This is an optimization exercise on Yosys and OpenROAD, whose aim is small area, a short achievable clock period and few clock cycles, not a production implementation.
Function was checked by simulation only, so behaviour that the tests miss may differ from the original.

==> flow/design.v (outline; a module is shown in full before it is edited, if it fits) <==
// module csa16: 12 lines
// module quantoniumos_unified_core: 1452 lines
module quantoniumos_unified_core #(
  parameter int unsigned RFT_SIZE       = 64,
  parameter int unsigned SIS_N          = 512,
  parameter int unsigned FEISTEL_ROUNDS = 48
) (
  input  logic         clk,
  input  logic         reset,
  input  logic         start,
  input  logic [2:0]   mode,
  input  logic [255:0] master_key,
  input  logic [127:0] data_in,
  output logic [255:0] data_out,
  output logic         done,
  output logic [31:0]  rft_energy,
  output logic [15:0]  sis_collision_resistance,
  output logic [5:0]   feistel_round_count,
  output logic [31:0]  pipeline_throughput
);
  // ...
==> flow/flow/run.sh <==
#!/bin/bash
set -uo pipefail
export BUFFER_PORTS_ARGS="-buffer_cell sky130_fd_sc_hd__buf_1"
bash standard.sh > flow_make.log 2>&1
==> flow/standard.sh <==
#!/bin/bash
# synth_recipe.tcl (not shown) runs the flow's synth.tcl, then flattens the netlist and writes it again
# the make line also repeats each setting of config.mk as NAME=value (left out here)
make -C /OpenROAD-flow-scripts/flow DESIGN_CONFIG=/design/flow/config.mk WORK_HOME=/design/flow/orfs CLKGATE_MAP_FILE= SYNTH_SCRIPT=/design/flow/synth_recipe.tcl "${@:-finish}"
==> flow/config.mk <==
export PLATFORM = sky130hd
export DESIGN_NAME = quantoniumos_unified_core
export DESIGN_NICKNAME = quantoniumos_unified_core
export VERILOG_FILES = /design/flow/design.v
export SDC_FILE = /design/flow/constraint.sdc
export NUM_CORES = 4
export LEC_CHECK = 0
export ABC_CLOCK_PERIOD_IN_PS = 4000
export CAP_MARGIN = 20
export CORE_MARGIN = 2
export CORE_UTILIZATION = 45
export CTS_BUF_LIST = sky130_fd_sc_hd__clkbuf_8
export SETUP_SLACK_MARGIN = 5
export SLEW_MARGIN = 20
export SYNTH_HIERARCHICAL = 1
==> flow/constraint.sdc <==
create_clock -name core_clock -period 11.5 [get_ports {clk}]
set_input_delay 2.3000 -clock core_clock [delete_from_list [all_inputs] [get_ports {clk}]]
set_output_delay 2.3000 -clock core_clock [all_outputs]
set_load 0.01 [all_outputs]
==> load_flow_metrics.sql, run 1 <==
INSERT INTO impl_metrics (metric_group, metric, value, unit) VALUES
('run_status', 'outcome', 'complete, no violations', ''),
('critical_path', 'crit_family', 'compound AO/OA/AOI/OAI gates', ''),
('final_layout', 'final_common_cell', 'sky130_fd_sc_hd__fa_1', ''),
('routing', 'detail-route-antenna-nets', '0', ''),
('yosys', 'post_synth_most_frequent_cells', '2057 x sky130_fd_sc_hd__fa_1, 1934 x sky130_fd_sc_hd__nand2_1, 801 x sky130_fd_sc_hd__dfxtp_1', ''),
('routing', 'routed_via_density', '6.340', ''),
('critical_path', 'crit_path_frequent_cell', 'sky130_fd_sc_hd__a21o_1', ''),
('sta', 'timing.final.max_slew_violations', '0', ''),
('floorplan', 'initial_core_util', '45.13', '%'),
('final_layout', 'drive_above_1_share', '13.96', '%'),
('grt', 'grt_first_pass_wirelength', '855.9', 'mm'),
('grt', 'top_usage_layer_grt', 'met2', ''),
('worst_hold_path', 'min-delay-start', 'r_k[176]', ''),
('clock_network', 'clock_tree.root_cell', 'sky130_fd_sc_hd__clkbuf_8', ''),
('sta', 'max_slew.worst_pin.slew', '1363', 'ps'),
('final_layout', 'multiInputGateArea', '89970', 'µm²'),
('placement', 'dpl_cell_area', '123000', 'µm²'),
('sta', 'finalSetupViolations', '0', ''),
('final_layout', 'finish.utilization', '51.81', '%'),
('final_layout', 'multi_input_comb_cells', '8870', ''),
('final_layout', 'multi_input_logic_portion_of_the_cell_area', '67.84', '%'),
('routing', 'vias', '97649', ''),
('grt', 'global_route.usage.met3', '21.03', '%'),
('yosys', 'synth-warning-count', '8', ''),
('sta', 'timing.slew.headroom', '9.104', '%'),
('sta', 'tns', '0', 'ps');
Testbench counts, summed over its fixed seeds: cycles 4,880.
==> run 2: changes to the inputs <==
--- a/flow/config.mk
+++ b/flow/config.mk
@@ -6,10 +6,10 @@
 export NUM_CORES = 4
 export LEC_CHECK = 0
 export ABC_CLOCK_PERIOD_IN_PS = 4000
-export CAP_MARGIN = 20
+export CAP_MARGIN = 30
 export CORE_MARGIN = 2
 export CORE_UTILIZATION = 45
 export CTS_BUF_LIST = sky130_fd_sc_hd__clkbuf_8
 export SETUP_SLACK_MARGIN = 5
-export SLEW_MARGIN = 20
+export SLEW_MARGIN = 30
 export SYNTH_HIERARCHICAL = 1
==> load_flow_metrics.sql, run 2 <==
INSERT INTO impl_metrics (metric_group, metric, value, unit) VALUES
('run_status', 'outcome', 'complete, no violations', ''),
('yosys', 'yosys.area.top_type_share', '35.64', '%'),
('clock_network', 'cts_hold_buf', '0', ''),
('grt', 'grt_overflow', '0', ''),
('sta', 'finalClockSkew', '134.5', 'ps'),
('yosys', 'synthAdderAreaFrac', '38.34', '%'),
('worst_hold_path', 'min-delay-start', 'r_k[128]', ''),
('yosys', 'synth_sequential_area_ratio', '21.13', '%'),
('grt', 'grt_start_max_net_pins', '151', ''),
('critical_path', 'cp_data_arrival_time', '7750', 'ps'),
('critical_path', 'crit-reg2reg-capture', 'data_out[7]', ''),
('sta', 'worst_slack', '4592', 'ps'),
('critical_path', 'timing.critical_path.fanout_max', '24', ''),
('final_layout', 'largest_registers', 'data_out: 256 flops, r_k: 256 flops, mid: 156 flops', ''),
('placement', 'place_ws', '2971', 'ps'),
('floorplan', 'design.portCount', '733', ''),
('final_layout', 'drive_above_1_share', '13.62', '%'),
('clock_network', 'clock_path_buffers', '4', ''),
('yosys', 'yosysUniqueCellTypes', '92', ''),
('yosys', 'async_flop_share', '0', '%'),
('clock_network', 'cts_made_buffers', '210', ''),
('yosys', 'synth_top_family_by_area', 'adder cells', ''),
('final_layout', 'area_delta_synth_final', '14.43', '%'),
('critical_path', 'register_to_register_path_setup_slack', '4590', 'ps'),
('critical_path', 'worst-r2r-cell-count', '31', ''),
('clock_network', 'htree_num_levels', '4', ''),
('yosys', 'yosys.area_share.simple', '10.62', '%'),
('final_layout', 'filler_cell_count', '23177', ''),
('yosys', 'synth-warning-count', '8', ''),
('floorplan', 'design.die.area', '260800', 'µm²'),
('clock_network', 'cts.clk_slew.worst_paths', '70', 'ps'),
('grt', 'number_of_global_route_vias_before_repair', '97162', ''),
('placement', 'dpl.cell_count', '14719', ''),
('worst_hold_path', 'hold_end', 'r_k[0]', ''),
('yosys', 'synthesis.area_per_instance', '10.58', 'µm²'),
('critical_path', 'setup.worst_path.class', 'register to register', ''),
('final_layout', 'final_cell_mix', '2046 x sky130_fd_sc_hd__fa_1, 1927 x sky130_fd_sc_hd__nand2_1, 775 x sky130_fd_sc_hd__dfxtp_1, 682 x sky130_fd_sc_hd__buf_1, 572 x sky130_fd_sc_hd__xor2_1', ''),
('grt', 'number_of_antenna_violations_at_the_first_check_in_global_routing', '112', ''),
('yosys', 'leading_cell_types_by_total_area_after_synthesis', 'sky130_fd_sc_hd__fa_1 36%, sky130_fd_sc_hd__dfxtp_1 14%, sky130_fd_sc_hd__edfxtp_1 7.3%, sky130_fd_sc_hd__nand2_1 6.3%, sky130_fd_sc_hd__xnor2_1 4.7%', ''),
('yosys', 'synth_enable_flop_cells', '279', ''),
('floorplan', 'dieHeight', '510.7', 'µm'),
('yosys', 'synth.largest_area_cell', 'sky130_fd_sc_hd__fa_1', ''),
('critical_path', 'worstPathRequired', '12340', 'ps'),
('routing', 'drc', '0', ''),
('worst_hold_path', 'hold_class', 'register to register', ''),
('sta', 'finalSetupViolations', '0', ''),
('routing', 'vias', '97254', ''),
('placement', 'place_hpwl', '520.1', 'mm'),
('floorplan', 'initial_core_util', '45.13', '%'),
('worst_hold_path', 'worst_hold_path.num_cells', '1', ''),
('clock_network', 'cts.sink_count', '1080', ''),
('clock_network', 'insertion_delay', '1110', 'ps'),
('yosys', 'synth-xor-area-share', '11.93', '%'),
('clock_network', 'tritoncts', 'done', ''),
('clock_network', 'clock_tree.root_cell', 'sky130_fd_sc_hd__clkbuf_8', ''),
('critical_path', 'setup.worst_path.start_class', 'register', ''),
('yosys', 'synth_flop_cell', 'sky130_fd_sc_hd__dfxtp_1', ''),
('sta', 'tns', '0', 'ps'),
('yosys', 'synth_seq_cells', '1080', ''),
('yosys', 'synth_area_in_compound_gates', '8.903', '%'),
('floorplan', 'die_extent_in_x', '510.7', 'µm'),
('floorplan', 'design.core.area', '256000', 'µm²'),
('grt', 'grt_usage', '48.97', '%'),
('critical_path', 'r2r-start', 'r_d[37]', ''),
('routing', 'routed_via_density', '6.325', ''),
('grt', 'grt_first_pass_wirelength', '857.6', 'mm'),
('sta', 'timing.final.max_slew_violations', '0', ''),
('routing', 'drt_first_iter_violations', '13517', ''),
('placement', 'gp_congestion', '1.126', ''),
('routing', 'first_pass_iters', '9', ''),
('sta', 'post-route-period-util', '60.07', '%'),
('critical_path', 'end_kind', 'register', ''),
('floorplan', 'num_rows', '186', ''),
('sta', 'finalCriticalPeriod', '6908', 'ps'),
('final_layout', 'final_common_cell', 'sky130_fd_sc_hd__fa_1', ''),
('final_layout', 'final-instance-count-excl-fill', '15376', ''),
('critical_path', 'cp_slowest_stage_delay', '740', 'ps'),
('critical_path', 'critical_path.slowest_cell', 'sky130_fd_sc_hd__edfxtp_1', ''),
('yosys', 'synthesis.area', '115500', 'µm²'),
('yosys', 'post_synth_most_frequent_cells', '2057 x sky130_fd_sc_hd__fa_1, 1934 x sky130_fd_sc_hd__nand2_1, 801 x sky130_fd_sc_hd__dfxtp_1', ''),
('sta', 'grt_setup_unrepaired', 'yes', ''),
('routing', 'drt-wirelength-per-cell', '42.05', 'µm'),
('yosys', 'synth_cells', '10925', ''),
('placement', 'port-buffer-count', '682', ''),
('yosys', 'post-synth-top-count-cell', 'sky130_fd_sc_hd__fa_1', ''),
('sta', 'max_slew.worst_pin.slew', '1279', 'ps'),
('job', 'timing.max_cap.violations', '0', ''),
('sta', 'achievable-frequency', '0.1448', 'GHz'),
('routing', 'wl', '646.5', 'mm'),
('yosys', 'synth.mux.area_fraction', '5.044', '%'),
('sta', 'hold_viol_final', '0', ''),
('routing', 'detail-route-antenna-nets', '0', ''),
('sta', 'timing.slew.headroom', '14.20', '%'),
('final_layout', 'finish.net_count', '14445', ''),
('critical_path', 'crit_path_frequent_cell', 'sky130_fd_sc_hd__a21oi_2', '');
run 2: how the worst max path moves through the flow:
stage | startpoint | end | slack [ps] | cells after the start
3_5_place_dp | r_d[16] | data_out[42] | 2970 | 23
2_1_floorplan | m_first | data_out[255] | 5010 | 25
5_1_grt | m_first | data_out[127] | 4470 | 24
3_3_place_gp | r_d[11] | data_out[5] | 2830 | 28
4_1_cts | m_first | data_out[127] | 4720 | 24
6_report | r_d[37] | data_out[7] | 4590 | 31
run 2: modules after synthesis (local to each module, per instance):
module	cell area, µm²	times used	flops+latches
quantoniumos_unified_core	73410	1	1080
csa16	324.1	130	0
run 2: layout make-up:
class | count | area, µm² | area share (%)
clock buffers | 254 | 3496 | 2.644
diodes | 68 | 170.2 | 0.1287
clock inverters | 133 | 887.1 | 0.6710
inverters | 275 | 1041 | 0.7874
repair buffers | 1312 | 8044 | 6.084
flip-flops and latches | 1080 | 24470 | 18.51
well taps | 3384 | 4234 | 3.202
multi-input cells | 8870 | 89870 | 67.98
run 2: timing repair:
item,CTS,global route
cloned,3,0
setup endpoints to repair,152,125
resized for setup,316,163
setup buffers,137,57
pin swaps,137,80
run 2: cell families after synthesis:
group,Yosys count
and+or+nand+nor,2873
adders and majority gates,2306
AOI/OAI and AO/OA,1584
xor gates and xnor gates,1347
buffers and inverters,1184
DFF,1080
muxes,549
other,2
run 2: worst max-delay path, delay by kind of cell (launching register included):
| kind | cells | cell delay, ps |
|---|---|---|
| AOI/OAI and AO/OA | 17 | 3160 |
| xor gates and xnor gates | 2 | 420 |
| adders and majority gates | 2 | 910 |
| buffers and inverters | 5 | 690 |
| DFF | 1 | 740 |
| and+or+nand+nor | 5 | 720 |
run 2: routing by layer:
| metal | global-route usage, % | part of all wire (%) | vias to the layer above |
|---|---|---|---|
| met1 | 61.33 | 37 | 50381 |
| met2 | 67.00 | 40 | 7605 |
| met4 | 34.41 | 8.9 | 62 |
| li1 | - | - | 37271 |
| met3 | 21.80 | 14 | 1935 |
| met5 | 0.5845 | 0.087 | - |
run 2: through the flow:
step           area, µm²  hold WS (ps)  utilization [%]
2_1_floorplan     116300         359.1                -
6_report          132200         366.8            51.65
5_1_grt           132100         404.9            51.59
3_3_place_gp      123000         435.9            48.03
3_5_place_dp      123300         440.7            48.17
4_1_cts           130600         370.1            51.03

==> port drivers added, routing unchanged <==
Ports are ideal in the flow. The routed layouts listed here were re-timed in OpenROAD. Step 1, drivers: a clkbuf_16 drives clk and a buf_2 each remaining input, both assumed. Step 2, shift: input delay + t, output delay - t, t = (earliest + latest rising clock arrival at the registers) / 2. This alone moves slack from input paths to output paths. Slacks: ideal ports / drivers / drivers and shift; pairs: ideal ports / drivers.
| run | t (ns) | setup slack, ns | worst register clock-pin slew, ns |
|---|---|---|---|
| run 1 | 1.151 | 4.679 / 4.679 / 4.679 | 0.08 / 0.08 |
| run 2 | 1.145 | 4.592 / 4.592 / 4.592 | 0.08 / 0.08 |
After both steps setup and hold are still met in every run listed.
